Context: an optimization exercise on an open-source flow, tuned for small area, a short achievable clock period and few clock cycles. The choices shown serve that exercise and are no tape-out recipe.
RTL that was checked went through simulation tests only; none was proved equivalent to the original.
The RTL of runs 1 to 3 was laid out without a check of its function.
Power is estimated from default activity; no workload was simulated.

--- run.sh ---
#!/bin/bash
# synth_recipe.tcl (not shown) runs the flow's synth.tcl, then flattens the netlist and writes it again
# the make line also repeats each setting of config.mk as NAME=value (left out here)
make -C /OpenROAD-flow-scripts/flow DESIGN_CONFIG=/design/flow/config.mk WORK_HOME=/design/flow/orfs CLKGATE_MAP_FILE= SYNTH_SCRIPT=/design/flow/synth_recipe.tcl finish
--- config.mk ---
export PLATFORM = sky130hd
export DESIGN_NAME = k_subset_cover_search
export DESIGN_NICKNAME = k_subset_cover_search
export VERILOG_FILES = /design/flow/design.v
export SDC_FILE = /design/flow/constraint.sdc
export NUM_CORES = 4
export LEC_CHECK = 0
export ABC_CLOCK_PERIOD_IN_PS = 3000
export CAP_MARGIN = 20
export CORE_MARGIN = 2
export CORE_UTILIZATION = 40
export SETUP_SLACK_MARGIN = 3.0
export SLEW_MARGIN = 20
--- constraint.sdc ---
create_clock -name core_clock -period 6.5 [get_ports {clock}]
set_input_delay 1.3000 -clock core_clock [delete_from_list [all_inputs] [get_ports {clock}]]
set_output_delay 1.3000 -clock core_clock [all_outputs]
set_load 0.01 [all_outputs]
--- design.v ---
package kscs_pkg;
   localparam int MAX_ENTRIES = 32;                         
   localparam int COVER_BITS  = 32;                         
   localparam int POS_W       = $clog2(MAX_ENTRIES);        
   localparam int CNT_W       = $clog2(MAX_ENTRIES + 1);    
   localparam int PROFILE_W   = 32;                         
   localparam int REG_W       = 7;                          
   localparam int CSR_IDX_W   = 2;
   localparam logic [CSR_IDX_W-1:0] REG_SUBSET_SIZE = CSR_IDX_W'(0);
   localparam logic [CSR_IDX_W-1:0] REG_COVER_WIDTH = CSR_IDX_W'(1);
   localparam logic KIND_LOAD   = 1'b0;
   localparam logic KIND_SEARCH = 1'b1;
endpackage
module kscs_cell (
   input  logic [kscs_pkg::COVER_BITS-1:0] word,
   input  logic [kscs_pkg::COVER_BITS-1:0] need,
   output logic                            covers
);
   assign covers = &(word | ~need);
endmodule
module k_subset_cover_search (
   input  logic                              clock,
   input  logic                              reset,
   input  logic                              start,
   output logic                              busy,
   input  logic                              req_kind,
   input  logic                              req_start_new,
   input  logic [kscs_pkg::PROFILE_W-1:0]    req_profile_word,
   output logic                              rsp_strobe,
   output logic                              rsp_found,
   output logic [kscs_pkg::PROFILE_W-1:0]    rsp_chosen_mask,
   input  logic                              csr_we,
   input  logic [kscs_pkg::CSR_IDX_W-1:0]    csr_index,
   input  logic [kscs_pkg::REG_W-1:0]        csr_wdata
);
   localparam int N  = kscs_pkg::MAX_ENTRIES;
   localparam int CB = kscs_pkg::COVER_BITS;
   localparam int CW = kscs_pkg::CNT_W;
   typedef enum logic [3:0] {
      ST_IDLE,
      ST_CHECK,    
      ST_SETX,     
      ST_SETF,     
      ST_ROOT,     
      ST_MINIT,    
      ST_MDESC,    
      ST_MREPL,    
      ST_MFIX      
   } state_type;
   function automatic logic [N-1:0] prefix_or(input logic [N-1:0] x);
      logic [N-1:0] p;
      p = x;
      for (int d = 1; d < N; d = d * 2) begin
         p = p | (p << d);
      end
      prefix_or = p;
   endfunction
   function automatic logic [N-1:0] suffix_or(input logic [N-1:0] x);
      logic [N-1:0] p;
      p = x;
      for (int d = 1; d < N; d = d * 2) begin
         p = p | (p >> d);
      end
      suffix_or = p;
   endfunction
   function automatic logic [N-1:0] lowbit(input logic [N-1:0] x);
      lowbit = x & ~(prefix_or(x) << 1);
   endfunction
   function automatic logic [N-1:0] highbit(input logic [N-1:0] x);
      highbit = x & ~(suffix_or(x) >> 1);
   endfunction
   function automatic logic [N-1:0] below_low(input logic [N-1:0] x);
      below_low = ~prefix_or(x);
   endfunction
   logic [kscs_pkg::REG_W-1:0] subset_size_ff;
   logic [kscs_pkg::REG_W-1:0] cover_width_ff;
   logic [CW-1:0]              count_ff;
   logic [CB-1:0]              allor_ff;     
   state_type state_ff;
   logic load_accept;
   logic search_accept;
   logic list_full;
   logic mem_we;
   logic [kscs_pkg::POS_W-1:0] mem_waddr;
   assign busy          = (state_ff != ST_IDLE);
   assign load_accept   = start & ~busy & (req_kind == kscs_pkg::KIND_LOAD);
   assign search_accept = start & ~busy & (req_kind == kscs_pkg::KIND_SEARCH);
   assign list_full     = (count_ff == CW'(N));
   assign mem_we    = load_accept & (req_start_new | ~list_full);
   assign mem_waddr = req_start_new ? '0 : count_ff[kscs_pkg::POS_W-1:0];
   always_ff @(posedge clock) begin
      if (reset) begin
         subset_size_ff <= kscs_pkg::REG_W'(1);
         cover_width_ff <= kscs_pkg::REG_W'(64);
         count_ff       <= '0;
      end else begin
         if (csr_we && csr_index == kscs_pkg::REG_SUBSET_SIZE) subset_size_ff <= csr_wdata;
         if (csr_we && csr_index == kscs_pkg::REG_COVER_WIDTH) cover_width_ff <= csr_wdata;
         if (load_accept) begin
            if (req_start_new)   count_ff <= CW'(1);
            else if (!list_full) count_ff <= count_ff + 1'b1;
         end
      end
   end
   always_ff @(posedge clock) begin
      if (mem_we) begin
         if (req_start_new || count_ff == '0) allor_ff <= req_profile_word[CB-1:0];
         else                                 allor_ff <= allor_ff | req_profile_word[CB-1:0];
      end
   end
   logic [CB-1:0] mem [N];
   always_ff @(posedge clock) begin
      if (mem_we) mem[mem_waddr] <= req_profile_word[CB-1:0];
   end
   logic [N-1:0] valid;      
   logic [N-1:0] col0;       
   for (genvar gi = 0; gi < N; gi++) begin : g_valid
      assign valid[gi] = (CW'(gi) < count_ff);
      assign col0[gi]  = mem[gi][0];
   end
   logic [kscs_pkg::REG_W-1:0] w_calc;
   logic [kscs_pkg::REG_W-1:0] k_sw;
   logic [kscs_pkg::REG_W-1:0] k_all;
   logic [CW-1:0]              k_calc;
   logic [CB-1:0]              target_calc;
   logic [4:1]                 k_ge;        
   logic                       quick_nf;
   assign w_calc = (cover_width_ff > kscs_pkg::REG_W'(CB)) ? kscs_pkg::REG_W'(CB) : cover_width_ff;
   assign k_sw   = (subset_size_ff < w_calc) ? subset_size_ff : w_calc;
   assign k_all  = (k_sw < kscs_pkg::REG_W'(count_ff)) ? k_sw : kscs_pkg::REG_W'(count_ff);
   assign k_calc = k_all[CW-1:0];
   for (genvar gj = 1; gj <= 4; gj++) begin : g_kge
      assign k_ge[gj] = (subset_size_ff >= kscs_pkg::REG_W'(gj)) &
                        (cover_width_ff >= kscs_pkg::REG_W'(gj)) &
                        (count_ff >= CW'(gj));
   end
   for (genvar gi = 0; gi < CB; gi++) begin : g_target
      assign target_calc[gi] = (cover_width_ff > kscs_pkg::REG_W'(gi));
   end
   assign quick_nf = ~k_ge[1] | ((allor_ff & target_calc) != target_calc);
   logic [CW-1:0] k_ff;
   logic [kscs_pkg::REG_W-1:0] w_ff;    
   logic [CW-1:0] dm_ff;       
   logic [N-1:0]  j0n_ff;      
   logic [N-1:0]  a_ff;        
   logic [N-1:0]  s_ff;        
   logic [N-1:0]  nxt_ff;      
   logic [N-1:0]  th_ff;       
   logic [N-1:0]  th2_ff;      
   logic [N-1:0]  qp_ff;       
   logic [CB-1:0] r0_ff;       
   logic [CB-1:0] need_ff;     
   logic [N-1:0]  jf_ff;       
   logic          xv_ff;       
   logic          rsp_strobe_ff;
   logic          rsp_found_ff;
   logic [N-1:0]  rsp_mask_ff;
   logic [CB-1:0] t_dec;
   for (genvar gi = 0; gi < CB; gi++) begin : g_tdec
      assign t_dec[gi] = (w_ff > kscs_pkg::REG_W'(gi));
   end
   logic [N-1:0]  m_sel;
   logic [CB-1:0] m_out;
   for (genvar gb = 0; gb < CB; gb++) begin : g_mcol
      logic [N-1:0] col;
      for (genvar gi = 0; gi < N; gi++) begin : g_row
         assign col[gi] = mem[gi][gb];
      end
      assign m_out[gb] = |(col & m_sel);
   end
   logic [N-1:0]  p_cov;
   logic [N-1:0]  ap;          
   logic [N-1:0]  hits;
   logic          found;
   for (genvar gi = 0; gi < N; gi++) begin : g_cell
      kscs_cell u_cell (
         .word   (mem[gi]),
         .need   (need_ff),
         .covers (p_cov[gi])
      );
   end
   assign ap    = a_ff & below_low(s_ff);
   assign hits  = p_cov & ap & ~jf_ff;
   assign found = xv_ff & (|hits);
   logic [CB-1:0] setup_res;
   logic [N-1:0]  qp_low;
   logic [N-1:0]  s_low;
   logic [N-1:0]  j0;          
   logic [N-1:0]  j0n_next;    
   logic [N-1:0]  th2_up;      
   logic [N-1:0]  th_down;     
   logic [N-1:0]  nxt_down;    
   logic          mfits;       
   logic          rfits;       
   logic [N-1:0]  mrepl_s;     
   logic [CW-1:0] rm;          
   logic          pair_done;   
   logic          last_fail;   
   assign qp_low    = lowbit(qp_ff);
   assign s_low     = lowbit(s_ff);
   assign setup_res = t_dec & ~m_out;
   assign rm        = k_ff - CW'(3);
   assign j0        = highbit(valid & ~a_ff);
   assign j0n_next  = lowbit(col0 & a_ff & ~j0n_ff);
   assign th2_up    = lowbit(a_ff & (prefix_or(th2_ff) << 1));
   assign th_down   = highbit(a_ff & below_low(th_ff));
   assign nxt_down  = highbit(a_ff & below_low(nxt_ff));
   assign mfits     = |(nxt_ff & (prefix_or(th_ff) << 1));
   assign rfits     = |(nxt_ff & (prefix_or(th2_ff) << 1));
   assign mrepl_s   = (s_ff ^ s_low) | nxt_ff;
   assign pair_done = (qp_ff == '0);
   assign last_fail = (k_ff <= CW'(2)) | ((k_ff == CW'(3)) & (j0n_ff == '0));
   always_comb begin
      m_sel = j0n_ff;
      if (state_ff == ST_SETF)    m_sel = qp_ff;
      else if (!pair_done)        m_sel = qp_low;
   end
   always_ff @(posedge clock) begin
      if (reset) begin
         state_ff      <= ST_IDLE;
         rsp_strobe_ff <= 1'b0;
      end else begin
         rsp_strobe_ff <= 1'b0;
         case (state_ff)
            ST_IDLE: begin
               if (search_accept) begin
                  if (quick_nf)       rsp_strobe_ff <= 1'b1;
                  else if (k_ge[4])   state_ff <= ST_ROOT;
                  else                state_ff <= ST_CHECK;
               end
            end
            ST_CHECK: begin
               if (found || (pair_done && last_fail)) begin
                  rsp_strobe_ff <= 1'b1;
                  state_ff      <= ST_IDLE;
               end else if (pair_done) begin
                  if (k_ff == CW'(3))   state_ff <= ST_SETX;
                  else if (!rfits)      state_ff <= ST_MFIX;
                  else if (dm_ff == rm) state_ff <= ST_SETF;
                  else                  state_ff <= ST_MDESC;
               end
            end
            ST_SETF: state_ff <= ST_SETX;
            ST_SETX: state_ff <= ST_CHECK;
            ST_ROOT: begin
               if (j0n_ff == '0) begin
                  rsp_strobe_ff <= 1'b1;
                  state_ff      <= ST_IDLE;
               end else begin
                  state_ff <= ST_MINIT;
               end
            end
            ST_MINIT: begin
               if (dm_ff == rm + 1'b1) state_ff <= ST_MDESC;
            end
            ST_MDESC: begin
               if (!mfits)                    state_ff <= ST_MREPL;
               else if (dm_ff + 1'b1 == rm)   state_ff <= ST_SETF;
            end
            ST_MREPL: begin
               if (s_ff == '0)       state_ff <= ST_ROOT;
               else if (!rfits)      state_ff <= ST_MFIX;
               else if (dm_ff == rm) state_ff <= ST_SETF;
               else                  state_ff <= ST_MDESC;
            end
            ST_MFIX: state_ff <= ST_MREPL;
            default: state_ff <= ST_IDLE;
         endcase
      end
   end
   always_ff @(posedge clock) begin
      case (state_ff)
         ST_IDLE: begin
            rsp_found_ff <= 1'b0;
            rsp_mask_ff  <= '0;
         end
         ST_CHECK: begin
            rsp_found_ff <= found;
            rsp_mask_ff  <= lowbit(hits) |
                            ((jf_ff | j0 | s_ff) & {N{found | ~(pair_done & last_fail)}});
         end
         ST_ROOT: begin
            rsp_found_ff <= 1'b0;
            rsp_mask_ff  <= '0;
         end
         default: ;
      endcase
   end
   always_ff @(posedge clock) begin
      case (state_ff)
         ST_IDLE: begin
            k_ff    <= k_calc;
            w_ff    <= cover_width_ff;
            r0_ff   <= target_calc;
            need_ff <= target_calc;
            jf_ff   <= '0;
            s_ff    <= '0;
            a_ff    <= valid;
            j0n_ff  <= lowbit(col0 & valid);
            qp_ff   <= (k_ge[2] & ~k_ge[3]) ? (col0 & valid) : '0;
            xv_ff   <= ~k_ge[2];
         end
         ST_CHECK: begin
            if (!pair_done) begin
               need_ff <= r0_ff & ~m_out;
               jf_ff   <= qp_low;
               qp_ff   <= qp_ff ^ qp_low;
               xv_ff   <= 1'b1;
            end else begin
               xv_ff <= 1'b0;
               jf_ff <= '0;
               if (k_ff == CW'(3)) begin
                  a_ff    <= a_ff & ~j0n_ff;
                  j0n_ff  <= j0n_next;
                  r0_ff   <= setup_res;
                  need_ff <= lowbit(setup_res);
               end else if (rfits) begin
                  s_ff   <= mrepl_s;
                  nxt_ff <= nxt_down;
                  qp_ff  <= j0 | mrepl_s;
               end else begin
                  s_ff   <= s_ff ^ s_low;
                  th_ff  <= th2_ff;
                  th2_ff <= th2_up;
                  dm_ff  <= dm_ff - 1'b1;
               end
            end
         end
         ST_SETF: begin
            r0_ff   <= setup_res;
            need_ff <= lowbit(setup_res);
            jf_ff   <= '0;
            xv_ff   <= 1'b0;
         end
         ST_SETX: begin
            qp_ff <= p_cov & ap;
         end
         ST_ROOT: begin
            a_ff   <= a_ff & ~j0n_ff;
            j0n_ff <= j0n_next;
            s_ff   <= '0;
            qp_ff  <= '0;
            th_ff  <= '0;
            th2_ff <= lowbit(a_ff & ~j0n_ff);
            dm_ff  <= '0;
         end
         ST_MINIT: begin
            if (dm_ff == rm + 1'b1) begin
               dm_ff  <= '0;
               nxt_ff <= highbit(a_ff);
            end else begin
               th_ff  <= th2_ff;
               th2_ff <= th2_up;
               dm_ff  <= dm_ff + 1'b1;
            end
         end
         ST_MDESC: begin
            if (mfits) begin
               s_ff   <= s_ff | nxt_ff;
               nxt_ff <= nxt_down;
               qp_ff  <= j0 | s_ff | nxt_ff;
               th_ff  <= th_down;
               th2_ff <= th_ff;
               dm_ff  <= dm_ff + 1'b1;
            end
         end
         ST_MREPL: begin
            if (rfits) begin
               s_ff   <= mrepl_s;
               nxt_ff <= nxt_down;
               qp_ff  <= j0 | mrepl_s;
            end else begin
               s_ff   <= s_ff ^ s_low;
               th_ff  <= th2_ff;
               th2_ff <= th2_up;
               dm_ff  <= dm_ff - 1'b1;
            end
         end
         ST_MFIX: begin
            nxt_ff <= highbit(a_ff & below_low(s_ff));
         end
         default: ;
      endcase
   end
   assign rsp_strobe      = rsp_strobe_ff;
   assign rsp_found       = rsp_found_ff;
   assign rsp_chosen_mask = kscs_pkg::PROFILE_W'(rsp_mask_ff);
endmodule
==> flow_summary_export.csv, run 1 <==
group,metric,value,unit
run_status,status,"did not finish",
run_status,stop_stage,"global routing (5_1_grt)",
run_status,stop_error,"[ERROR GRT-0232] Routing congestion too high. Check the congestion heatmap in the GUI.",
logic_synthesis,synth.area.top_cells,"edfxtp_1, nand2b_1, nand2_1",
clock_tree,root_buffer,"clkbuf_16",
die,start_util,40.3,%
clock_tree,htree_levels,4,
clock_tree,cts_buffers,168,
place,pre_cts_ws,193,ps
global_routing,grt_max_degree,68,
logic_synthesis,synth-edff-count,1429,
place,dpl.hpwl,478000,um
logic_synthesis,ys_ff_latch,1454,
global_routing,gr-total-overflow,2,
logic_synthesis,seq_area_frac_synth,56.0,%
place,port_buffers,81,
logic_synthesis,syn_nets,7144,
logic_synthesis,syn_area,77600,um2
logic_synthesis,ys_types,109,
die,die_y,444,um
logic_synthesis,synth_area_per_cell,11.0,um2
place,place_area,85900,um2
die,ios,82,
die,fp.dieW,444,um
die,fp-row-count,161,
logic_synthesis,synth-main-ff-cell,"edfxtp_1",
logic_synthesis,synth-async-reset-ratio,0,%
clock_tree,ctsLongestPathBuffers,3,
clock_tree,clock_sinks,1454,
logic_synthesis,ys_warn_count,1,
logic_synthesis,yosysTopAreaCell,"edfxtp_1",
logic_synthesis,syn_inst,7079,
logic_synthesis,synth_top_area_share,55.3,%
place,place_congestion,1.25,
global_routing,track_usage,67.0,%
[cell families after synthesis]
kind of cell | share of synthesized area [%]
flip-flops | 56.0
adder cells (fa/ha/maj) | 0.290
XOR/XNOR | 0.260
multiplexers | 0.344
AO/OA/AOI/OAI | 20.7
other | 0.00483
AND/OR/NAND/NOR | 19.2
buffers and inverters | 3.29
[power by group through the flow]
| stage | sequential, W | combinational, W | clock, W |
|---|---|---|---|
| floorplan | 0.0105 | 0.000390 | 0 |
| global placement | 0.0106 | 0.00126 | 0 |
| detailed placement | 0.0106 | 0.00126 | 0 |
| CTS | 0.0104 | 0.00144 | 0.00991 |
[through the flow]
step | setup TNS (ps) | cells | hold slack (ps) | util, % | total power, W
floorplan | 0 | 7079 | 406 | - | 0.0109
global placement | -578 | 9889 | 525 | 44.5 | 0.0119
detailed placement | 0 | 9895 | 502 | 44.6 | 0.0119
CTS | 0 | 10700 | 488 | 52.7 | 0.0217
[routing by layer]
metal / GRT overflow / track usage, %
met1: 0 / 71.1
met5: 2 / 26.3
met2: 0 / 81.9
met4: 0 / 63.6
met3: 0 / 48.8
[synth_stat cells, drive strengths merged, types with 53 or more instances]
cell / instances
edfxtp: 1429
nand2b: 514
nand2: 510
nor2: 478
o21ai: 398
clkbuf: 351
a21oi: 293
o22ai: 227
a22oi: 208
nor4: 180
nand3: 172
nor3: 172
nand4: 153
inv: 143
buf: 121
a22o: 119
o2111a: 91
o2111ai: 89
a222oi: 86
or3: 74
a21o: 73
and3: 73
a221oi: 67
and2: 65
o211ai: 64
nor2b: 63
a31oi: 60
or4: 53
[worst max-delay path by stage]
stage	endpoint	slack (ps)	depth (start not counted)
detailed placement	need_ff[27]	190	14
global placement	need_ff[27]	-160	14
CTS	need_ff[25]	1410	15
floorplan	th2_ff[0]	1520	12
[what timing repair did]
item                                    4_1_cts
gates resized for setup                    1127
setup buffers                               490
cloned                                       37
pin swaps                                   382
hold buffers                                  0
endpoints found under the hold margin         0
endpoints found under the setup margin     1413
==> run 2, diff against run 1 <==
--- a/design.v
+++ b/design.v
@@ -77,3 +77,6 @@
    logic [CW-1:0]              count_ff;
+   logic [N-1:0]               valid_ff;     
    logic [CB-1:0]              allor_ff;     
+   logic                       f0v_ff;       
+   logic [kscs_pkg::POS_W-1:0] f0i_ff;       
    state_type state_ff;
@@ -82,4 +85,4 @@
    logic list_full;
-   logic mem_we;
-   logic [kscs_pkg::POS_W-1:0] mem_waddr;
+   logic list_empty;
+   logic [N-1:0] wrow;       
    assign busy          = (state_ff != ST_IDLE);
@@ -87,5 +90,5 @@
    assign search_accept = start & ~busy & (req_kind == kscs_pkg::KIND_SEARCH);
-   assign list_full     = (count_ff == CW'(N));
-   assign mem_we    = load_accept & (req_start_new | ~list_full);
-   assign mem_waddr = req_start_new ? '0 : count_ff[kscs_pkg::POS_W-1:0];
+   assign list_full     = valid_ff[N-1];
+   assign list_empty    = ~valid_ff[0];
+   assign wrow          = req_start_new ? N'(1) : (~valid_ff & {valid_ff[N-2:0], 1'b1});
    always_ff @(posedge clock) begin
@@ -95,2 +98,3 @@
          count_ff       <= '0;
+         valid_ff       <= '0;
       end else begin
@@ -99,4 +103,9 @@
          if (load_accept) begin
-            if (req_start_new)   count_ff <= CW'(1);
-            else if (!list_full) count_ff <= count_ff + 1'b1;
+            if (req_start_new) begin
+               count_ff <= CW'(1);
+               valid_ff <= N'(1);
+            end else if (!list_full) begin
+               count_ff <= count_ff + 1'b1;
+               valid_ff <= {valid_ff[N-2:0], 1'b1};
+            end
          end
@@ -105,5 +114,14 @@
    always_ff @(posedge clock) begin
-      if (mem_we) begin
-         if (req_start_new || count_ff == '0) allor_ff <= req_profile_word[CB-1:0];
-         else                                 allor_ff <= allor_ff | req_profile_word[CB-1:0];
+      if (load_accept) begin
+         if (req_start_new || list_empty) begin
+            allor_ff <= req_profile_word[CB-1:0];
+            f0v_ff   <= req_profile_word[0];
+            f0i_ff   <= '0;
+         end else if (!list_full) begin
+            allor_ff <= allor_ff | req_profile_word[CB-1:0];
+            if (!f0v_ff && req_profile_word[0]) begin
+               f0v_ff <= 1'b1;
+               f0i_ff <= count_ff[kscs_pkg::POS_W-1:0];
+            end
+         end
       end
@@ -111,10 +129,12 @@
    logic [CB-1:0] mem [N];
-   always_ff @(posedge clock) begin
-      if (mem_we) mem[mem_waddr] <= req_profile_word[CB-1:0];
+   for (genvar gi = 0; gi < N; gi++) begin : g_mem
+      always_ff @(posedge clock) begin
+         if (load_accept && wrow[gi]) mem[gi] <= req_profile_word[CB-1:0];
+      end
    end
-   logic [N-1:0] valid;      
    logic [N-1:0] col0;       
-   for (genvar gi = 0; gi < N; gi++) begin : g_valid
-      assign valid[gi] = (CW'(gi) < count_ff);
-      assign col0[gi]  = mem[gi][0];
+   logic [N-1:0] first0;     
+   for (genvar gi = 0; gi < N; gi++) begin : g_col0
+      assign col0[gi]   = mem[gi][0];
+      assign first0[gi] = f0v_ff & (f0i_ff == kscs_pkg::POS_W'(gi));
    end
@@ -133,4 +153,3 @@
       assign k_ge[gj] = (subset_size_ff >= kscs_pkg::REG_W'(gj)) &
-                        (cover_width_ff >= kscs_pkg::REG_W'(gj)) &
-                        (count_ff >= CW'(gj));
+                        (cover_width_ff >= kscs_pkg::REG_W'(gj)) & valid_ff[gj-1];
    end
@@ -146,6 +165,8 @@
    logic [N-1:0]  s_ff;        
-   logic [N-1:0]  nxt_ff;      
-   logic [N-1:0]  th_ff;       
-   logic [N-1:0]  th2_ff;      
+   logic [N-1:0]  nxt_le;      
+   logic [N-1:0]  th_le;       
+   logic [N-1:0]  th2_le;      
+   logic [N-1:0]  jn_ff;       
    logic [N-1:0]  qp_ff;       
+   logic [N-1:0]  ap_ff;       
    logic [CB-1:0] r0_ff;       
@@ -171,3 +192,2 @@
    logic [N-1:0]  p_cov;
-   logic [N-1:0]  ap;          
    logic [N-1:0]  hits;
@@ -181,6 +201,6 @@
    end
-   assign ap    = a_ff & below_low(s_ff);
-   assign hits  = p_cov & ap & ~jf_ff;
+   assign hits  = p_cov & ap_ff & ~jf_ff;
    assign found = xv_ff & (|hits);
    logic [CB-1:0] setup_res;
+   logic [CB-1:0] first_res;   
    logic [N-1:0]  qp_low;
@@ -189,5 +209,6 @@
    logic [N-1:0]  j0n_next;    
-   logic [N-1:0]  th2_up;      
-   logic [N-1:0]  th_down;     
+   logic [N-1:0]  nxt1;        
    logic [N-1:0]  nxt_down;    
+   logic [N-1:0]  th_down;     
+   logic [N-1:0]  th2_up;      
    logic          mfits;       
@@ -195,2 +216,3 @@
    logic [N-1:0]  mrepl_s;     
+   logic [N-1:0]  setx_q;      
    logic [CW-1:0] rm;          
@@ -201,17 +223,21 @@
    assign setup_res = t_dec & ~m_out;
+   assign first_res = target_calc & ~m_out;
    assign rm        = k_ff - CW'(3);
-   assign j0        = highbit(valid & ~a_ff);
+   assign j0        = highbit(valid_ff & ~a_ff);
    assign j0n_next  = lowbit(col0 & a_ff & ~j0n_ff);
-   assign th2_up    = lowbit(a_ff & (prefix_or(th2_ff) << 1));
-   assign th_down   = highbit(a_ff & below_low(th_ff));
-   assign nxt_down  = highbit(a_ff & below_low(nxt_ff));
-   assign mfits     = |(nxt_ff & (prefix_or(th_ff) << 1));
-   assign rfits     = |(nxt_ff & (prefix_or(th2_ff) << 1));
-   assign mrepl_s   = (s_ff ^ s_low) | nxt_ff;
-   assign pair_done = (qp_ff == '0);
+   assign nxt1      = nxt_le & ~(nxt_le >> 1);
+   assign nxt_down  = suffix_or(a_ff & (nxt_le >> 1));
+   assign th_down   = suffix_or(a_ff & (th_le >> 1));
+   assign th2_up    = ~(prefix_or(a_ff & ~th2_le) << 1);
+   assign mfits     = |(nxt1 & ~th_le);
+   assign rfits     = |(nxt1 & ~th2_le);
+   assign mrepl_s   = (s_ff ^ s_low) | nxt1;
+   assign setx_q    = p_cov & ap_ff;
+   assign pair_done = (jn_ff == '0);
    assign last_fail = (k_ff <= CW'(2)) | ((k_ff == CW'(3)) & (j0n_ff == '0));
    always_comb begin
-      m_sel = j0n_ff;
-      if (state_ff == ST_SETF)    m_sel = qp_ff;
-      else if (!pair_done)        m_sel = qp_low;
+      if (state_ff == ST_IDLE)      m_sel = first0;
+      else if (state_ff == ST_SETF) m_sel = qp_ff;
+      else if (!pair_done)          m_sel = jn_ff;
+      else                          m_sel = j0n_ff;
    end
@@ -228,2 +254,3 @@
                   else if (k_ge[4])   state_ff <= ST_ROOT;
+                  else if (k_ge[3])   state_ff <= ST_SETX;
                   else                state_ff <= ST_CHECK;
@@ -293,10 +320,32 @@
             w_ff    <= cover_width_ff;
-            r0_ff   <= target_calc;
-            need_ff <= target_calc;
-            jf_ff   <= '0;
             s_ff    <= '0;
-            a_ff    <= valid;
-            j0n_ff  <= lowbit(col0 & valid);
-            qp_ff   <= (k_ge[2] & ~k_ge[3]) ? (col0 & valid) : '0;
-            xv_ff   <= ~k_ge[2];
+            if (!k_ge[2]) begin
+               need_ff <= target_calc;
+               jf_ff   <= '0;
+               jn_ff   <= '0;
+               a_ff    <= valid_ff;
+               ap_ff   <= valid_ff;
+               xv_ff   <= 1'b1;
+            end else if (!k_ge[3]) begin
+               r0_ff   <= target_calc;
+               need_ff <= first_res;
+               jf_ff   <= first0;
+               jn_ff   <= lowbit(col0 & valid_ff & ~first0);
+               qp_ff   <= col0 & valid_ff & ~first0 & ~lowbit(col0 & valid_ff & ~first0);
+               a_ff    <= valid_ff;
+               ap_ff   <= valid_ff;
+               xv_ff   <= 1'b1;
+            end else if (k_ge[4]) begin
+               a_ff    <= valid_ff;
+               j0n_ff  <= first0;
+               xv_ff   <= 1'b0;
+            end else begin
+               r0_ff   <= first_res;
+               need_ff <= lowbit(first_res);
+               jf_ff   <= '0;
+               a_ff    <= valid_ff & ~first0;
+               ap_ff   <= valid_ff & ~first0;
+               j0n_ff  <= lowbit(col0 & valid_ff & ~first0);
+               xv_ff   <= 1'b0;
+            end
          end
@@ -305,3 +354,4 @@
                need_ff <= r0_ff & ~m_out;
-               jf_ff   <= qp_low;
+               jf_ff   <= jn_ff;
+               jn_ff   <= qp_low;
                qp_ff   <= qp_ff ^ qp_low;
@@ -313,2 +363,3 @@
                   a_ff    <= a_ff & ~j0n_ff;
+                  ap_ff   <= a_ff & ~j0n_ff;
                   j0n_ff  <= j0n_next;
@@ -318,3 +369,3 @@
                   s_ff   <= mrepl_s;
-                  nxt_ff <= nxt_down;
+                  nxt_le <= nxt_down;
                   qp_ff  <= j0 | mrepl_s;
@@ -322,4 +373,4 @@
                   s_ff   <= s_ff ^ s_low;
-                  th_ff  <= th2_ff;
-                  th2_ff <= th2_up;
+                  th_le  <= th2_le;
+                  th2_le <= th2_up;
                   dm_ff  <= dm_ff - 1'b1;
@@ -331,2 +382,3 @@
             need_ff <= lowbit(setup_res);
+            ap_ff   <= a_ff & below_low(s_ff);
             jf_ff   <= '0;
@@ -335,3 +387,4 @@
          ST_SETX: begin
-            qp_ff <= p_cov & ap;
+            jn_ff <= lowbit(setx_q);
+            qp_ff <= setx_q & ~lowbit(setx_q);
          end
@@ -341,5 +394,4 @@
             s_ff   <= '0;
-            qp_ff  <= '0;
-            th_ff  <= '0;
-            th2_ff <= lowbit(a_ff & ~j0n_ff);
+            th_le  <= '0;
+            th2_le <= ~(prefix_or(a_ff & ~j0n_ff) << 1);
             dm_ff  <= '0;
@@ -349,6 +401,6 @@
                dm_ff  <= '0;
-               nxt_ff <= highbit(a_ff);
+               nxt_le <= suffix_or(a_ff);
             end else begin
-               th_ff  <= th2_ff;
-               th2_ff <= th2_up;
+               th_le  <= th2_le;
+               th2_le <= th2_up;
                dm_ff  <= dm_ff + 1'b1;
@@ -358,7 +410,7 @@
             if (mfits) begin
-               s_ff   <= s_ff | nxt_ff;
-               nxt_ff <= nxt_down;
-               qp_ff  <= j0 | s_ff | nxt_ff;
-               th_ff  <= th_down;
-               th2_ff <= th_ff;
+               s_ff   <= s_ff | nxt1;
+               nxt_le <= nxt_down;
+               qp_ff  <= j0 | s_ff | nxt1;
+               th_le  <= th_down;
+               th2_le <= th_le;
                dm_ff  <= dm_ff + 1'b1;
@@ -369,3 +421,3 @@
                s_ff   <= mrepl_s;
-               nxt_ff <= nxt_down;
+               nxt_le <= nxt_down;
                qp_ff  <= j0 | mrepl_s;
@@ -373,4 +425,4 @@
                s_ff   <= s_ff ^ s_low;
-               th_ff  <= th2_ff;
-               th2_ff <= th2_up;
+               th_le  <= th2_le;
+               th2_le <= th2_up;
                dm_ff  <= dm_ff - 1'b1;
@@ -379,3 +431,3 @@
          ST_MFIX: begin
-            nxt_ff <= highbit(a_ff & below_low(s_ff));
+            nxt_le <= suffix_or(a_ff & below_low(s_ff));
          end
--- a/config.mk
+++ b/config.mk
@@ -7,3 +7,2 @@
 export LEC_CHECK = 0
-export ABC_CLOCK_PERIOD_IN_PS = 3000
 export CAP_MARGIN = 20
@@ -11,3 +10,2 @@
 export CORE_UTILIZATION = 40
-export SETUP_SLACK_MARGIN = 3.0
 export SLEW_MARGIN = 20
==> run 2 against run 1 <==
  * The flow again stops in global routing (5_1_grt)
  * Area after synthesis rose by 12%
  * Synthesized cell count rose by 17%
==> flow_summary_export.csv, run 2 <==
group,metric,value,unit
die,fp.dieW,470,um
global_routing,track_usage,83.3,%
logic_synthesis,ys_warn_count,3,
place,place_area,97700,um2
clock_tree,cts_resized,0,
clock_tree,post-cts-setup-buffers,0,
run_status,stop_stage,"global routing (5_1_grt)",
logic_synthesis,seq_area_frac_synth,53.2,%
global_routing,grt_pass1_vias,110000,
run_status,stop_error,"[ERROR GRT-0116] Global routing finished with congestion. Check the congestion regions in the DRC Viewer.",
clock_tree,cts_hold_buf,0,
die,start_util,40.3,%
logic_synthesis,syn_nets,8341,
clock_tree,clock_sinks,1556,
place,placed_cells,11500,
place,port_buffers,81,
clock_tree,root_buffer,"clkbuf_16",
die,die_y,470,um
clock_tree,cts_buffers,179,
global_routing,grt_pass1_wl,1250000,um
die,fp-row-count,170,
global_routing,grt_max_degree,96,
clock_tree,htree_levels,4,
logic_synthesis,synth-edff-count,1499,
logic_synthesis,syn_inst,8278,
logic_synthesis,synth_area_per_cell,10.5,um2
place,place_congestion,1.42,
logic_synthesis,synth-main-ff-cell,"edfxtp_1",
die,ios,82,
logic_synthesis,ys_ff_latch,1556,
logic_synthesis,synth_top_area_share,51.9,%
logic_synthesis,synth-async-reset-ratio,0,%
logic_synthesis,synth.most_common_cell,"edfxtp_1",
logic_synthesis,synth.area.top_cells,"edfxtp_1, a22oi_1, nand2b_1",
clock_tree,ctsLongestPathBuffers,3,
run_status,status,"did not finish",
logic_synthesis,ys_types,104,
place,dpl.hpwl,619000,um
logic_synthesis,syn_area,86700,um2
global_routing,gr-total-overflow,1310,
logic_synthesis,yosysTopAreaCell,"edfxtp_1",
logic_synthesis,synth_commonest_cells,"edfxtp_1, nand2_1, a22oi_1",
[run 2: cell count changes after synthesis, moves of 44 or more]
cell and delta:
a2111oi_0 +50, a211oi_1 +131, a21oi_1 +72, a22oi_1 +255
clkbuf_1 +72, edfxtp_1 +70, inv_1 +162, nand2_1 +77
nand2b_1 -113, nand3_1 +96, nand4_1 +44, nor2b_1 +87
o2111a_1 -86, o22ai_1 +113
[run 2: logic make-up after synthesis]
| family | share of synthesized area [%] |
|---|---|
| compound gates | 24.0 |
| simple gates | 17.6 |
| flops | 53.2 |
| buf+inv | 4.08 |
| mux | 0.560 |
| xor+xnor | 0.299 |
| fa+ha+maj | 0.277 |
| other cells | 0.00432 |
[run 2: per-stage QoR]
| stage | util, % | hold slack (ps) | worst slack [ps] |
|---|---|---|---|
| after CTS | 48.3 | 536 | 403 |
| after detailed placement | 45.4 | 533 | 433 |
| after global placement | 45.4 | 508 | -360 |
| after floorplan | - | 406 | 33.2 |
[run 2: power by group through the flow]
stage               clock network (W)  registers (W)  logic [W]
floorplan                           0         0.0112   0.000526
global placement                    0         0.0113    0.00159
detailed placement                  0         0.0113    0.00159
CTS                            0.0110         0.0111    0.00159
[run 2: worst max path at each step]
stage | start | to | slack, ps | depth (start not counted)
2_1_floorplan | jn_ff[24] | j0n_ff[0] | 30 | 8
3_3_place_gp | state_ff[0] | need_ff[5] | -360 | 17
3_5_place_dp | state_ff[0] | need_ff[23] | 430 | 17
4_1_cts | state_ff[0] | need_ff[23] | 400 | 17
[run 2: metal layers]
layer / overflow / track usage, %
met5: 8 / 49.9
met4: 498 / 76.9
met3: 39 / 75.4
met2: 722 / 92.4
met1: 43 / 86.0
==> run 3, diff against run 2 <==
--- a/design.v
+++ b/design.v
@@ -38,2 +38,3 @@
    localparam int CW = kscs_pkg::CNT_W;
+   localparam int NR_K = 8;    
    typedef enum logic [3:0] {
@@ -44,3 +45,2 @@
       ST_ROOT,     
-      ST_MINIT,    
       ST_MDESC,    
@@ -52,4 +52,6 @@
       p = x;
-      for (int d = 1; d < N; d = d * 2) begin
-         p = p | (p << d);
+      for (int l = 1; l < N; l = l * 2) begin
+         for (int i = 0; i < N; i++) begin
+            if ((i / l) % 2 == 1) p[i] = p[i] | p[(i / l) * l - 1];
+         end
       end
@@ -60,4 +62,6 @@
       p = x;
-      for (int d = 1; d < N; d = d * 2) begin
-         p = p | (p >> d);
+      for (int l = 1; l < N; l = l * 2) begin
+         for (int i = N - 1; i >= 0; i--) begin
+            if (((N - 1 - i) / l) % 2 == 1) p[i] = p[i] | p[N - ((N - 1 - i) / l) * l];
+         end
       end
@@ -161,3 +165,4 @@
    logic [kscs_pkg::REG_W-1:0] w_ff;    
-   logic [CW-1:0] dm_ff;       
+   logic [CW-1:0] rem_ff;      
+   logic          nr_ff;       
    logic [N-1:0]  j0n_ff;      
@@ -166,5 +171,4 @@
    logic [N-1:0]  nxt_le;      
-   logic [N-1:0]  th_le;       
-   logic [N-1:0]  th2_le;      
    logic [N-1:0]  jn_ff;       
+   logic          iss_ff;      
    logic [N-1:0]  qp_ff;       
@@ -204,3 +208,2 @@
    logic [CB-1:0] setup_res;
-   logic [CB-1:0] first_res;   
    logic [N-1:0]  qp_low;
@@ -209,6 +212,8 @@
    logic [N-1:0]  j0n_next;    
+   logic [N-1:0]  root_take;
+   logic [N-1:0]  nxt_bound;
    logic [N-1:0]  nxt1;        
    logic [N-1:0]  nxt_down;    
-   logic [N-1:0]  th_down;     
-   logic [N-1:0]  th2_up;      
+   logic [N-1:0]  ge_desc;     
+   logic [N-1:0]  ge_repl;     
    logic          mfits;       
@@ -218,2 +223,4 @@
    logic [CW-1:0] rm;          
+   logic          mid_full;    
+   logic          mid_last;    
    logic          pair_done;   
@@ -223,22 +230,26 @@
    assign setup_res = t_dec & ~m_out;
-   assign first_res = target_calc & ~m_out;
-   assign rm        = k_ff - CW'(3);
+   assign rm        = nr_ff ? (k_ff - CW'(2)) : (k_ff - CW'(3));
+   assign mid_full  = (rem_ff == '0);
+   assign mid_last  = (rem_ff == CW'(1));
    assign j0        = highbit(valid_ff & ~a_ff);
-   assign j0n_next  = lowbit(col0 & a_ff & ~j0n_ff);
+   assign root_take = (state_ff == ST_ROOT) ? j0n_ff : jn_ff;
+   assign j0n_next  = lowbit(col0 & a_ff & ~root_take);
+   always_comb begin
+      if (state_ff == ST_MFIX)      nxt_bound = below_low(s_ff);
+      else if (state_ff == ST_ROOT) nxt_bound = ~j0n_ff;
+      else                          nxt_bound = nxt_le >> 1;
+   end
    assign nxt1      = nxt_le & ~(nxt_le >> 1);
-   assign nxt_down  = suffix_or(a_ff & (nxt_le >> 1));
-   assign th_down   = suffix_or(a_ff & (th_le >> 1));
-   assign th2_up    = ~(prefix_or(a_ff & ~th2_le) << 1);
-   assign mfits     = |(nxt1 & ~th_le);
-   assign rfits     = |(nxt1 & ~th2_le);
+   assign nxt_down  = suffix_or(a_ff & nxt_bound);
+   for (genvar gi = 0; gi < N; gi++) begin : g_ge
+      assign ge_desc[gi] = (CW'(gi) > rem_ff);
+      assign ge_repl[gi] = (CW'(gi) > rem_ff + 1'b1);
+   end
+   assign mfits     = |(nxt1 & ge_desc);
+   assign rfits     = |(nxt1 & ge_repl);
    assign mrepl_s   = (s_ff ^ s_low) | nxt1;
    assign setx_q    = p_cov & ap_ff;
-   assign pair_done = (jn_ff == '0);
+   assign pair_done = ~iss_ff;
    assign last_fail = (k_ff <= CW'(2)) | ((k_ff == CW'(3)) & (j0n_ff == '0));
-   always_comb begin
-      if (state_ff == ST_IDLE)      m_sel = first0;
-      else if (state_ff == ST_SETF) m_sel = qp_ff;
-      else if (!pair_done)          m_sel = jn_ff;
-      else                          m_sel = j0n_ff;
-   end
+   assign m_sel = jn_ff;
    always_ff @(posedge clock) begin
@@ -253,4 +264,4 @@
                   if (quick_nf)       rsp_strobe_ff <= 1'b1;
+                  else if (k_calc >= CW'(NR_K)) state_ff <= ST_MDESC;
                   else if (k_ge[4])   state_ff <= ST_ROOT;
-                  else if (k_ge[3])   state_ff <= ST_SETX;
                   else                state_ff <= ST_CHECK;
@@ -265,3 +276,3 @@
                   else if (!rfits)      state_ff <= ST_MFIX;
-                  else if (dm_ff == rm) state_ff <= ST_SETF;
+                  else if (mid_full)    state_ff <= ST_SETF;
                   else                  state_ff <= ST_MDESC;
@@ -272,3 +283,3 @@
             ST_ROOT: begin
-               if (j0n_ff == '0) begin
+               if (j0n_ff == '0 || nr_ff) begin
                   rsp_strobe_ff <= 1'b1;
@@ -276,17 +287,14 @@
                end else begin
-                  state_ff <= ST_MINIT;
+                  state_ff <= ST_MDESC;
                end
             end
-            ST_MINIT: begin
-               if (dm_ff == rm + 1'b1) state_ff <= ST_MDESC;
-            end
             ST_MDESC: begin
-               if (!mfits)                    state_ff <= ST_MREPL;
-               else if (dm_ff + 1'b1 == rm)   state_ff <= ST_SETF;
+               if (!mfits)        state_ff <= ST_MREPL;
+               else if (mid_last) state_ff <= ST_SETF;
             end
             ST_MREPL: begin
-               if (s_ff == '0)       state_ff <= ST_ROOT;
-               else if (!rfits)      state_ff <= ST_MFIX;
-               else if (dm_ff == rm) state_ff <= ST_SETF;
-               else                  state_ff <= ST_MDESC;
+               if (s_ff == '0)    state_ff <= ST_ROOT;
+               else if (!rfits)   state_ff <= ST_MFIX;
+               else if (mid_full) state_ff <= ST_SETF;
+               else               state_ff <= ST_MDESC;
             end
@@ -321,30 +329,24 @@
             s_ff    <= '0;
+            nr_ff   <= (k_calc >= CW'(NR_K));
+            rem_ff  <= k_calc - CW'(2);
+            xv_ff   <= ~k_ge[2];
+            jf_ff   <= '0;
             if (!k_ge[2]) begin
                need_ff <= target_calc;
-               jf_ff   <= '0;
-               jn_ff   <= '0;
+               iss_ff  <= 1'b0;
                a_ff    <= valid_ff;
                ap_ff   <= valid_ff;
-               xv_ff   <= 1'b1;
             end else if (!k_ge[3]) begin
                r0_ff   <= target_calc;
-               need_ff <= first_res;
-               jf_ff   <= first0;
-               jn_ff   <= lowbit(col0 & valid_ff & ~first0);
-               qp_ff   <= col0 & valid_ff & ~first0 & ~lowbit(col0 & valid_ff & ~first0);
+               jn_ff   <= first0;
+               qp_ff   <= col0 & valid_ff & ~first0;
+               iss_ff  <= 1'b1;
                a_ff    <= valid_ff;
                ap_ff   <= valid_ff;
-               xv_ff   <= 1'b1;
-            end else if (k_ge[4]) begin
+            end else begin
                a_ff    <= valid_ff;
                j0n_ff  <= first0;
-               xv_ff   <= 1'b0;
-            end else begin
-               r0_ff   <= first_res;
-               need_ff <= lowbit(first_res);
-               jf_ff   <= '0;
-               a_ff    <= valid_ff & ~first0;
-               ap_ff   <= valid_ff & ~first0;
-               j0n_ff  <= lowbit(col0 & valid_ff & ~first0);
-               xv_ff   <= 1'b0;
+               jn_ff   <= first0;
+               iss_ff  <= 1'b0;
+               nxt_le  <= valid_ff;
             end
@@ -355,3 +357,4 @@
                jf_ff   <= jn_ff;
-               jn_ff   <= qp_low;
+               jn_ff   <= (qp_ff == '0) ? j0n_ff : qp_low;
+               iss_ff  <= (qp_ff != '0);
                qp_ff   <= qp_ff ^ qp_low;
@@ -362,4 +365,4 @@
                if (k_ff == CW'(3)) begin
-                  a_ff    <= a_ff & ~j0n_ff;
-                  ap_ff   <= a_ff & ~j0n_ff;
+                  a_ff    <= a_ff & ~jn_ff;
+                  ap_ff   <= a_ff & ~jn_ff;
                   j0n_ff  <= j0n_next;
@@ -370,8 +373,6 @@
                   nxt_le <= nxt_down;
-                  qp_ff  <= j0 | mrepl_s;
+                  jn_ff  <= j0 | mrepl_s;
                end else begin
                   s_ff   <= s_ff ^ s_low;
-                  th_le  <= th2_le;
-                  th2_le <= th2_up;
-                  dm_ff  <= dm_ff - 1'b1;
+                  rem_ff <= rem_ff + 1'b1;
                end
@@ -387,4 +388,5 @@
          ST_SETX: begin
-            jn_ff <= lowbit(setx_q);
-            qp_ff <= setx_q & ~lowbit(setx_q);
+            jn_ff  <= (setx_q == '0) ? j0n_ff : lowbit(setx_q);
+            iss_ff <= (setx_q != '0);
+            qp_ff  <= setx_q & ~lowbit(setx_q);
          end
@@ -394,15 +396,4 @@
             s_ff   <= '0;
-            th_le  <= '0;
-            th2_le <= ~(prefix_or(a_ff & ~j0n_ff) << 1);
-            dm_ff  <= '0;
-         end
-         ST_MINIT: begin
-            if (dm_ff == rm + 1'b1) begin
-               dm_ff  <= '0;
-               nxt_le <= suffix_or(a_ff);
-            end else begin
-               th_le  <= th2_le;
-               th2_le <= th2_up;
-               dm_ff  <= dm_ff + 1'b1;
-            end
+            nxt_le <= nxt_down;
+            rem_ff <= rm;
          end
@@ -412,6 +403,4 @@
                nxt_le <= nxt_down;
-               qp_ff  <= j0 | s_ff | nxt1;
-               th_le  <= th_down;
-               th2_le <= th_le;
-               dm_ff  <= dm_ff + 1'b1;
+               jn_ff  <= j0 | s_ff | nxt1;
+               rem_ff <= rem_ff - 1'b1;
             end
@@ -422,8 +411,6 @@
                nxt_le <= nxt_down;
-               qp_ff  <= j0 | mrepl_s;
+               jn_ff  <= j0 | mrepl_s;
             end else begin
                s_ff   <= s_ff ^ s_low;
-               th_le  <= th2_le;
-               th2_le <= th2_up;
-               dm_ff  <= dm_ff - 1'b1;
+               rem_ff <= rem_ff + 1'b1;
             end
@@ -431,3 +418,3 @@
          ST_MFIX: begin
-            nxt_le <= suffix_or(a_ff & below_low(s_ff));
+            nxt_le <= nxt_down;
          end
--- a/config.mk
+++ b/config.mk
@@ -9,3 +9,3 @@
 export CORE_MARGIN = 2
-export CORE_UTILIZATION = 40
+export CORE_UTILIZATION = 25
 export SLEW_MARGIN = 20
==> run 3 against run 2 <==
  * Now clean on timing, DRC and antenna
  * Synthesized cell count is 24% lower
  * Area after synthesis down 15%
==> flow_summary_export.csv, run 3 <==
group,metric,value,unit
clock_tree,root_buffer,"clkbuf_16",
layout,regArea,44300,um2
setup_path,cp-endpoint,"rsp_mask_ff[4]",
route,vias,72200,
layout,fin_nets,6900,
route,dr.first_iter.drc_count,13300,
logic_synthesis,synth_top_area_share,58.5,%
setup_path,r2r_end,"rsp_mask_ff[4]",
clock_tree,clock_sinks,1493,
logic_synthesis,synth.area.top_cells,"edfxtp_1, a22oi_1, nand2b_1",
layout,top_register,"mem",
clock_tree,cts_resized,0,
logic_synthesis,synth_commonest_cells,"edfxtp_1, a22oi_1, nand2_1",
setup_path,cp_data_required_time,7210,ps
setup_path,end_kind,"flop",
place,place_congestion,1.09,
die,start_util,25.1,%
global_routing,track_usage,44.9,%
layout,final_util,30.9,%
logic_synthesis,syn_nets,6385,
logic_synthesis,synth-main-ff-cell,"edfxtp_1",
die,die_y,547,um
clock_tree,ctsLongestPathBuffers,4,
logic_synthesis,seq_area_frac_synth,60.0,%
power,finalPower,0.0450,W
layout,fin_area,90800,um2
die,dieArea,299000,um2
clock_tree,cts_buffers,195,
setup_path,reg2reg_depth,16,
setup_path,cp_max_fo,11,
place,dpl.hpwl,526000,um
timing,rsz0062_at_grt,"no",
global_routing,grt_max_degree,53,
logic_synthesis,synth-edff-count,1437,
die,ios,82,
logic_synthesis,ys_types,120,
logic_synthesis,syn_area,73700,um2
clock_tree,cts_tree,"built",
logic_synthesis,ys_warn_count,3,
timing,worst_pin_slew,1360,ps
logic_synthesis,synth_area_per_cell,11.7,um2
route,viasPerCell,6.58,
die,core-area,294000,um2
worst_hold_path,hold_class,"flop to flop",
place,place_area,84000,um2
power,powerDensity,496,nW/um2
route,ant_nets,0,
logic_synthesis,synth_compound_area_share,19.2,%
timing,tns,0,ps
global_routing,antenna_found_initial,127,
global_routing,grt_pass1_vias,65000,
logic_synthesis,synthXorXnorAreaFrac,0.261,%
die,fp.dieW,547,um
logic_synthesis,ys_ff_latch,1493,
logic_synthesis,synthMuxAreaShare,0.402,%
global_routing,grt_pass1_wl,847000,um
clock_tree,clk_pin_slew,60,ps
power,power_leakage,30.8,nW
timing,finClkSkew,65.9,ps
die,fp-row-count,199,
layout,multiInputGateArea,27700,um2
run_status,status,"timing/DRC/antenna clean",
timing,maxSlewViolCount,0,
timing,setup_viol,0,
place,port_buffers,81,
timing,slew_headroom,9.43,%
layout,mostFrequentLayoutCells,"edfxtp_1, buf_4, a22oi_1",
clock_tree,post-cts-setup-buffers,0,
route,routedWlPerCell,63.2,um
global_routing,gr-total-overflow,0,
power,ir_drop,0.321,mV
clock_tree,cts_hold_buf,0,
route,drcViolationCount,0,
logic_synthesis,synth-async-reset-ratio,0,%
setup_path,setup.worst_path.start,"need_ff[1]",
layout,drive_above_1_share,17.2,%
timing,max_freq,171,MHz
setup_path,crit_type,"flop to flop",
setup_path,r2r_slack,670,ps
timing,final_hold_viol_count,0,
layout,area_growth,23.2,%
logic_synthesis,synth.most_common_cell,"edfxtp_1",
logic_synthesis,yosysTopAreaCell,"edfxtp_1",
setup_path,cp-start-kind,"flop",
clock_tree,htree_levels,4,
route,drt-total-wl,694000,um
route,dr.pass1.iters,6,
logic_synthesis,synth-simple-area-share,16.5,%
setup_path,crit_arrival,6540,ps
logic_synthesis,synth_top_family_by_area,"compound AO/OA/AOI/OAI gates",
clock_tree,clkLatencyLatePin,940,ps
layout,nFillCells,29800,
job,cap_violations,0,
layout,final_common_cell,"edfxtp_1",
logic_synthesis,syn_inst,6315,
logic_synthesis,synthAdderAreaFrac,0.404,%
setup_path,rr_startpoint,"need_ff[1]",
layout,largest_reg_flops,1024,
timing,period_share,89.7,%
timing,hold_slack,557,ps
timing,period_needed,5830,ps
run 3: worst min-delay path by stage:
stage,start,to,slack [ps],cells after the start
after global routing,allor_ff[29],allor_ff[29],560,1
after CTS,allor_ff[29],allor_ff[29],550,1
after detailed placement,allor_ff[29],allor_ff[29],540,1
after global placement,allor_ff[9],allor_ff[9],540,1
final,allor_ff[8],allor_ff[8],560,1
after floorplan,cover_width_ff[0],w_ff[0],410,0
run 3: per-stage QoR:
stage	instances	setup slack, ps
finish	11000	668
global placement	10500	959
floorplan	6315	28.9
detailed placement	10600	990
global route	10900	651
CTS	10900	928
run 3: kinds of logic after synthesis:
group                      count (synthesis)
and+or+nand+nor                         2229
AOI/OAI and AO/OA                       1974
DFF                                     1493
buffers and inverters                    543
muxes                                     29
adders and majority gates                 24
xor gates and xnor gates                  22
other                                      1
run 3: report_power, final:
group	internal [W]	total (W)	switching, W
Clock	0.00693	0.0118	0.00490
Combinational	0.00444	0.0191	0.0147
Sequential	0.0119	0.0141	0.00212
run 3: area by class of cell:
class / instances / share of cell area, %
clock buffer: 247 / 5.79
sequential: 1493 / 48.7
multi-input combinational: 4279 / 30.5
clock inverter: 104 / 1.46
inverter: 110 / 0.455
timing repair buffer: 751 / 7.47
antenna: 78 / 0.215
tap: 3919 / 5.40
run 3: routing by layer:
| layer | global-route usage (%) | share of wire [%] | up-vias | routed length [um] |
|---|---|---|---|---|
| li1 | - | - | 26200 | - |
| met1 | 53.6 | 37 | 38300 | 257000 |
| met2 | 67.9 | 43 | 6066 | 302000 |
| met3 | 10.8 | 9.1 | 1580 | 63000 |
| met4 | 38.7 | 10 | 46 | 71700 |
| met5 | 0 | 0.043 | - | 298 |
run 3: worst max-delay path, stage by stage, from the launching register on:
cell and delay (ps):
edfxtp_1 740, buf_4 340, nand2b_1 630, o2111ai_1 390, or4_1 580, buf_4 220, nor4_1 850, nor4_1 130
and3_1 200, and3_1 160, buf_4 180, a41oi_2 190, nand2b_1 230, buf_12 190, buf_4 240, o31ai_1 100
a21oi_1 180
==> run 4, diff against run 3 <==
--- a/design.v
+++ b/design.v
@@ -78,2 +78,7 @@
    endfunction
+   function automatic logic [N-1:0] gt_therm(input logic [kscs_pkg::REG_W-1:0] x);
+      logic [N-1:0] oh;
+      oh = N'(1) << x[kscs_pkg::POS_W-1:0];
+      gt_therm = (|x[kscs_pkg::REG_W-1:kscs_pkg::POS_W]) ? '1 : below_low(oh);
+   endfunction
    logic [kscs_pkg::REG_W-1:0] subset_size_ff;
@@ -144,24 +149,16 @@
    end
-   logic [kscs_pkg::REG_W-1:0] w_calc;
-   logic [kscs_pkg::REG_W-1:0] k_sw;
-   logic [kscs_pkg::REG_W-1:0] k_all;
-   logic [CW-1:0]              k_calc;
    logic [CB-1:0]              target_calc;
+   logic [N-1:0]               kt_calc;     
    logic [4:1]                 k_ge;        
+   logic [N-1:0]               k_all_t;
    logic                       quick_nf;
-   assign w_calc = (cover_width_ff > kscs_pkg::REG_W'(CB)) ? kscs_pkg::REG_W'(CB) : cover_width_ff;
-   assign k_sw   = (subset_size_ff < w_calc) ? subset_size_ff : w_calc;
-   assign k_all  = (k_sw < kscs_pkg::REG_W'(count_ff)) ? k_sw : kscs_pkg::REG_W'(count_ff);
-   assign k_calc = k_all[CW-1:0];
-   for (genvar gj = 1; gj <= 4; gj++) begin : g_kge
-      assign k_ge[gj] = (subset_size_ff >= kscs_pkg::REG_W'(gj)) &
-                        (cover_width_ff >= kscs_pkg::REG_W'(gj)) & valid_ff[gj-1];
-   end
-   for (genvar gi = 0; gi < CB; gi++) begin : g_target
-      assign target_calc[gi] = (cover_width_ff > kscs_pkg::REG_W'(gi));
-   end
+   assign k_all_t     = gt_therm(subset_size_ff) & gt_therm(cover_width_ff) & valid_ff;
+   assign k_ge        = k_all_t[3:0];
+   assign kt_calc     = k_all_t >> 1;
+   assign target_calc = gt_therm(cover_width_ff);
    assign quick_nf = ~k_ge[1] | ((allor_ff & target_calc) != target_calc);
-   logic [CW-1:0] k_ff;
+   logic          k3_ff;       
+   logic          kle2_ff;     
    logic [kscs_pkg::REG_W-1:0] w_ff;    
-   logic [CW-1:0] rem_ff;      
+   logic [N-1:0]  remt_ff;     
    logic          nr_ff;       
@@ -183,5 +180,3 @@
    logic [CB-1:0] t_dec;
-   for (genvar gi = 0; gi < CB; gi++) begin : g_tdec
-      assign t_dec[gi] = (w_ff > kscs_pkg::REG_W'(gi));
-   end
+   assign t_dec = gt_therm(w_ff);
    logic [N-1:0]  m_sel;
@@ -222,3 +217,2 @@
    logic [N-1:0]  setx_q;      
-   logic [CW-1:0] rm;          
    logic          mid_full;    
@@ -230,5 +224,4 @@
    assign setup_res = t_dec & ~m_out;
-   assign rm        = nr_ff ? (k_ff - CW'(2)) : (k_ff - CW'(3));
-   assign mid_full  = (rem_ff == '0);
-   assign mid_last  = (rem_ff == CW'(1));
+   assign mid_full  = ~remt_ff[1];
+   assign mid_last  = remt_ff[1] & ~remt_ff[2];
    assign j0        = highbit(valid_ff & ~a_ff);
@@ -243,6 +236,4 @@
    assign nxt_down  = suffix_or(a_ff & nxt_bound);
-   for (genvar gi = 0; gi < N; gi++) begin : g_ge
-      assign ge_desc[gi] = (CW'(gi) > rem_ff);
-      assign ge_repl[gi] = (CW'(gi) > rem_ff + 1'b1);
-   end
+   assign ge_desc = ~remt_ff;
+   assign ge_repl = ~{remt_ff[N-2:0], 1'b1};
    assign mfits     = |(nxt1 & ge_desc);
@@ -252,3 +243,3 @@
    assign pair_done = ~iss_ff;
-   assign last_fail = (k_ff <= CW'(2)) | ((k_ff == CW'(3)) & (j0n_ff == '0));
+   assign last_fail = kle2_ff | (k3_ff & (j0n_ff == '0));
    assign m_sel = jn_ff;
@@ -264,3 +255,3 @@
                   if (quick_nf)       rsp_strobe_ff <= 1'b1;
-                  else if (k_calc >= CW'(NR_K)) state_ff <= ST_MDESC;
+                  else if (kt_calc[NR_K-2]) state_ff <= ST_MDESC;
                   else if (k_ge[4])   state_ff <= ST_ROOT;
@@ -274,3 +265,3 @@
                end else if (pair_done) begin
-                  if (k_ff == CW'(3))   state_ff <= ST_SETX;
+                  if (k3_ff)   state_ff <= ST_SETX;
                   else if (!rfits)      state_ff <= ST_MFIX;
@@ -326,7 +317,8 @@
          ST_IDLE: begin
-            k_ff    <= k_calc;
+            k3_ff   <= k_ge[3] & ~k_ge[4];
+            kle2_ff <= ~k_ge[3];
             w_ff    <= cover_width_ff;
             s_ff    <= '0;
-            nr_ff   <= (k_calc >= CW'(NR_K));
-            rem_ff  <= k_calc - CW'(2);
+            nr_ff   <= kt_calc[NR_K-2];
+            remt_ff <= kt_calc[NR_K-2] ? kt_calc : (kt_calc >> 1);
             xv_ff   <= ~k_ge[2];
@@ -364,3 +356,3 @@
                jf_ff <= '0;
-               if (k_ff == CW'(3)) begin
+               if (k3_ff) begin
                   a_ff    <= a_ff & ~jn_ff;
@@ -376,3 +368,3 @@
                   s_ff   <= s_ff ^ s_low;
-                  rem_ff <= rem_ff + 1'b1;
+                  remt_ff <= {remt_ff[N-2:0], 1'b1};
                end
@@ -397,3 +389,2 @@
             nxt_le <= nxt_down;
-            rem_ff <= rm;
          end
@@ -404,3 +395,3 @@
                jn_ff  <= j0 | s_ff | nxt1;
-               rem_ff <= rem_ff - 1'b1;
+               remt_ff <= remt_ff >> 1;
             end
@@ -414,3 +405,3 @@
                s_ff   <= s_ff ^ s_low;
-               rem_ff <= rem_ff + 1'b1;
+               remt_ff <= {remt_ff[N-2:0], 1'b1};
             end
==> run 4 against run 3 <==
  * Critical endpoint is now jn_ff[28]
  * Highest routed layer unchanged
  * Total power fell by 48%
  * Count of clock-buffer cells in the layout rose by 6
  * Largest cell class unchanged
  * Via count rose by 2.2%
  * Area after synthesis fell by 0.27%
  * Register-to-register slack worse by 90 ps
  * Critical path depth down 3
==> flow_summary_export.csv, run 4 <==
group,metric,value,unit
run_status,status,"timing/DRC/antenna clean",
logic_synthesis,syn_inst,6375,
place,port_buffers,81,
logic_synthesis,syn_area,73500,um2
global_routing,track_usage,47.5,%
setup_path,crit_chain,"nand2b_1, o2111ai_1, nor4_2, nand4_1, nor2b_1, and3b_1, buf_4, nand4_1, buf_12, nor2_1, buf_4, a211o_1, buf_12",
power,powerDensity,261,nW/um2
setup_path,cp-start-kind,"flop",
clock_tree,root_buffer,"clkbuf_16",
power,power_leakage,30.4,nW
layout,fin_nets,6862,
place,place_congestion,1.09,
timing,setup_viol,0,
power,ir_drop,0.249,mV
logic_synthesis,ys_ff_latch,1514,
layout,largest_reg_flops,1024,
logic_synthesis,synth-async-reset-ratio,0,%
clock_tree,cts_hold_buf,0,
setup_path,reg2reg_depth,13,
die,start_util,25.1,%
timing,rsz0062_at_grt,"no",
global_routing,gr-total-overflow,0,
die,fp-row-count,199,
layout,drive_above_1_share,15.5,%
layout,final_common_cell,"edfxtp_1",
worst_hold_path,hold_path_depth,1,
timing,final_hold_viol_count,0,
logic_synthesis,synth-simple-area-share,16.5,%
clock_tree,ctsLongestPathBuffers,4,
clock_tree,cts_tree,"built",
clock_tree,clk_pin_slew,60,ps
route,dr.first_iter.drc_count,14300,
timing,period_share,91.1,%
clock_tree,clock_sinks,1514,
clock_tree,htree_levels,4,
worst_hold_path,hold_class,"flop to flop",
logic_synthesis,ys_types,89,
logic_synthesis,synth-edff-count,1459,
layout,instances_no_fill,11000,
route,drt-total-wl,730000,um
setup_path,slowest_delay,830,ps
route,routedWlPerCell,66.4,um
logic_synthesis,synth_top_area_share,59.6,%
logic_synthesis,seq_area_frac_synth,61.1,%
route,vias,73800,
logic_synthesis,synth-main-ff-cell,"edfxtp_1",
route,ant_nets,0,
timing,tns,0,ps
route,drcViolationCount,0,
global_routing,antenna_found_initial,141,
logic_synthesis,synth.area.top_cells,"edfxtp_1, a22oi_1, nand2b_1",
route,viasPerCell,6.71,
logic_synthesis,synth_compound_area_share,19.1,%
setup_path,crit_arrival,6560,ps
logic_synthesis,synthMuxAreaShare,0.402,%
die,die_y,546,um
place,placed_cells,10500,
timing,worst_pin_slew,1340,ps
clock_tree,cts_resized,0,
setup_path,crit_type,"flop to flop",
timing,finClkSkew,92.6,ps
clock_tree,clkLatencyLatePin,950,ps
logic_synthesis,syn_nets,6423,
place,dpl.hpwl,548000,um
logic_synthesis,synthXorXnorAreaFrac,0.0357,%
setup_path,cp_data_required_time,7140,ps
job,cap_violations,0,
timing,slew_headroom,10.9,%
timing,maxSlewViolCount,0,
layout,area_growth,22.9,%
setup_path,crit_slowest_cell,"nor4_2",
die,core-area,293000,um2
setup_path,end_kind,"flop",
layout,mostFrequentLayoutCells,"edfxtp_1, nand2b_1, buf_4",
logic_synthesis,synth_commonest_cells,"edfxtp_1, nand2b_1, nand2_1",
global_routing,grt_pass1_wl,888000,um
global_routing,grt_max_degree,62,
timing,max_freq,169,MHz
logic_synthesis,synth.most_common_cell,"edfxtp_1",
layout,top_register,"mem",
logic_synthesis,synth_top_family_by_area,"compound AO/OA/AOI/OAI gates",
logic_synthesis,yosysTopAreaCell,"edfxtp_1",
route,dr.pass1.iters,6,
logic_synthesis,synthAdderAreaFrac,0.0306,%
die,fp.dieW,546,um
setup_path,cp_max_fo,13,
clock_tree,post-cts-setup-buffers,0,
global_routing,grt_pass1_vias,66400,
timing,period_needed,5920,ps
logic_synthesis,synth_area_per_cell,11.5,um2
clock_tree,cts_buffers,199,
die,ios,82,
die,dieArea,298000,um2
logic_synthesis,ys_warn_count,3,
run 4: layer usage:
metal,track usage [%],up-vias,share of wire (%)
met5,0,-,0.034
met4,48.6,36,13
met3,13.2,1969,9.7
met2,71.6,6808,43
met1,52.9,38700,34
li1,-,26300,-
run 4: area by class of cell:
cell class,instances,area [um2]
fillers,30100,203000
diodes,99,248
repair buffers,667,6050
clock inverters,115,1210
well taps,3919,4900
multi-input cells,4319,27200
flip-flops and latches,1514,44900
inverters,113,424
clock buffers,253,5390
run 4: kinds of logic (layout without fill, tap and decap cells):
kind of cell / Yosys count / count (layout)
AND/OR/NAND/NOR: 2281 / 2281
AO/OA/AOI/OAI: 2004 / 2004
flip-flops: 1514 / 1514
buffers and inverters: 542 / 1148
multiplexers: 29 / 29
XOR/XNOR: 3 / 3
adder cells (fa/ha/maj): 2 / 2
other: 0 / 99
run 4: path summary, 6_finish.rpt:
kind	start	endpoint	slack, ps
setup / recovery	need_ff[4]	jn_ff[28]	580
hold / removal	allor_ff[16]	allor_ff[16]	540
hold reg to reg	allor_ff[16]	allor_ff[16]	540
setup reg to reg	need_ff[4]	jn_ff[28]	580
run 4: worst max-delay path, delay by kind of cell, from the launching register on:
family	cells	cell delay, ps
buffers and inverters	4	650
and+or+nand+nor	7	3410
DFF	1	660
AOI/OAI and AO/OA	2	860
run 4: metrics by stage:
step | hold WS (ps) | worst slack, ps | area, um2 | utilization, % | total power, W
after floorplan | 445 | 685 | 73500 | - | 0.0112
after global placement | 496 | 455 | 83300 | 28.4 | 0.0119
after detailed placement | 532 | 927 | 83400 | 28.4 | 0.0119
after CTS | 544 | 845 | 90000 | 30.7 | 0.0235
after global routing | 577 | 762 | 90200 | 30.8 | 0.0238
final | 543 | 580 | 90400 | 30.8 | 0.0236
run 4: report_power, final:
part           internal, W  total, W  switching (W)
Clock              0.00672    0.0118        0.00505
Combinational     0.000177   0.00103       0.000858
Sequential          0.0107    0.0108      0.0000832
Total               0.0176    0.0236        0.00599
Testbench counts of run 4, summed over its fixed seeds: cycles 29,368.

static timing again, ports no longer ideal:
The flow's constraints put no driver on any port. The routed layouts listed below were extracted and timed again, unchanged, in two steps.
Step 1 assumes that a clkbuf_16 drives the clock port and a buf_2 every other input.
Step 2 moves the port delays by t, midway between the first and last clock arrival at a register: inputs arrive t later, outputs are due t later. That takes back most of the time a late clock gives input paths.
Three values: ideal, step 1, step 2; two values: the first two.
run | t, ns | slack for setup (ns) | slew at the worst register clock pin (ns)
run 3 | 1.007 | 0.668 / 0.668 / 0.668 | 0.07 / 0.07
run 4 | 1.006 | 0.580 / 0.580 / 0.580 | 0.07 / 0.07
After both steps every run listed still meets setup and hold.
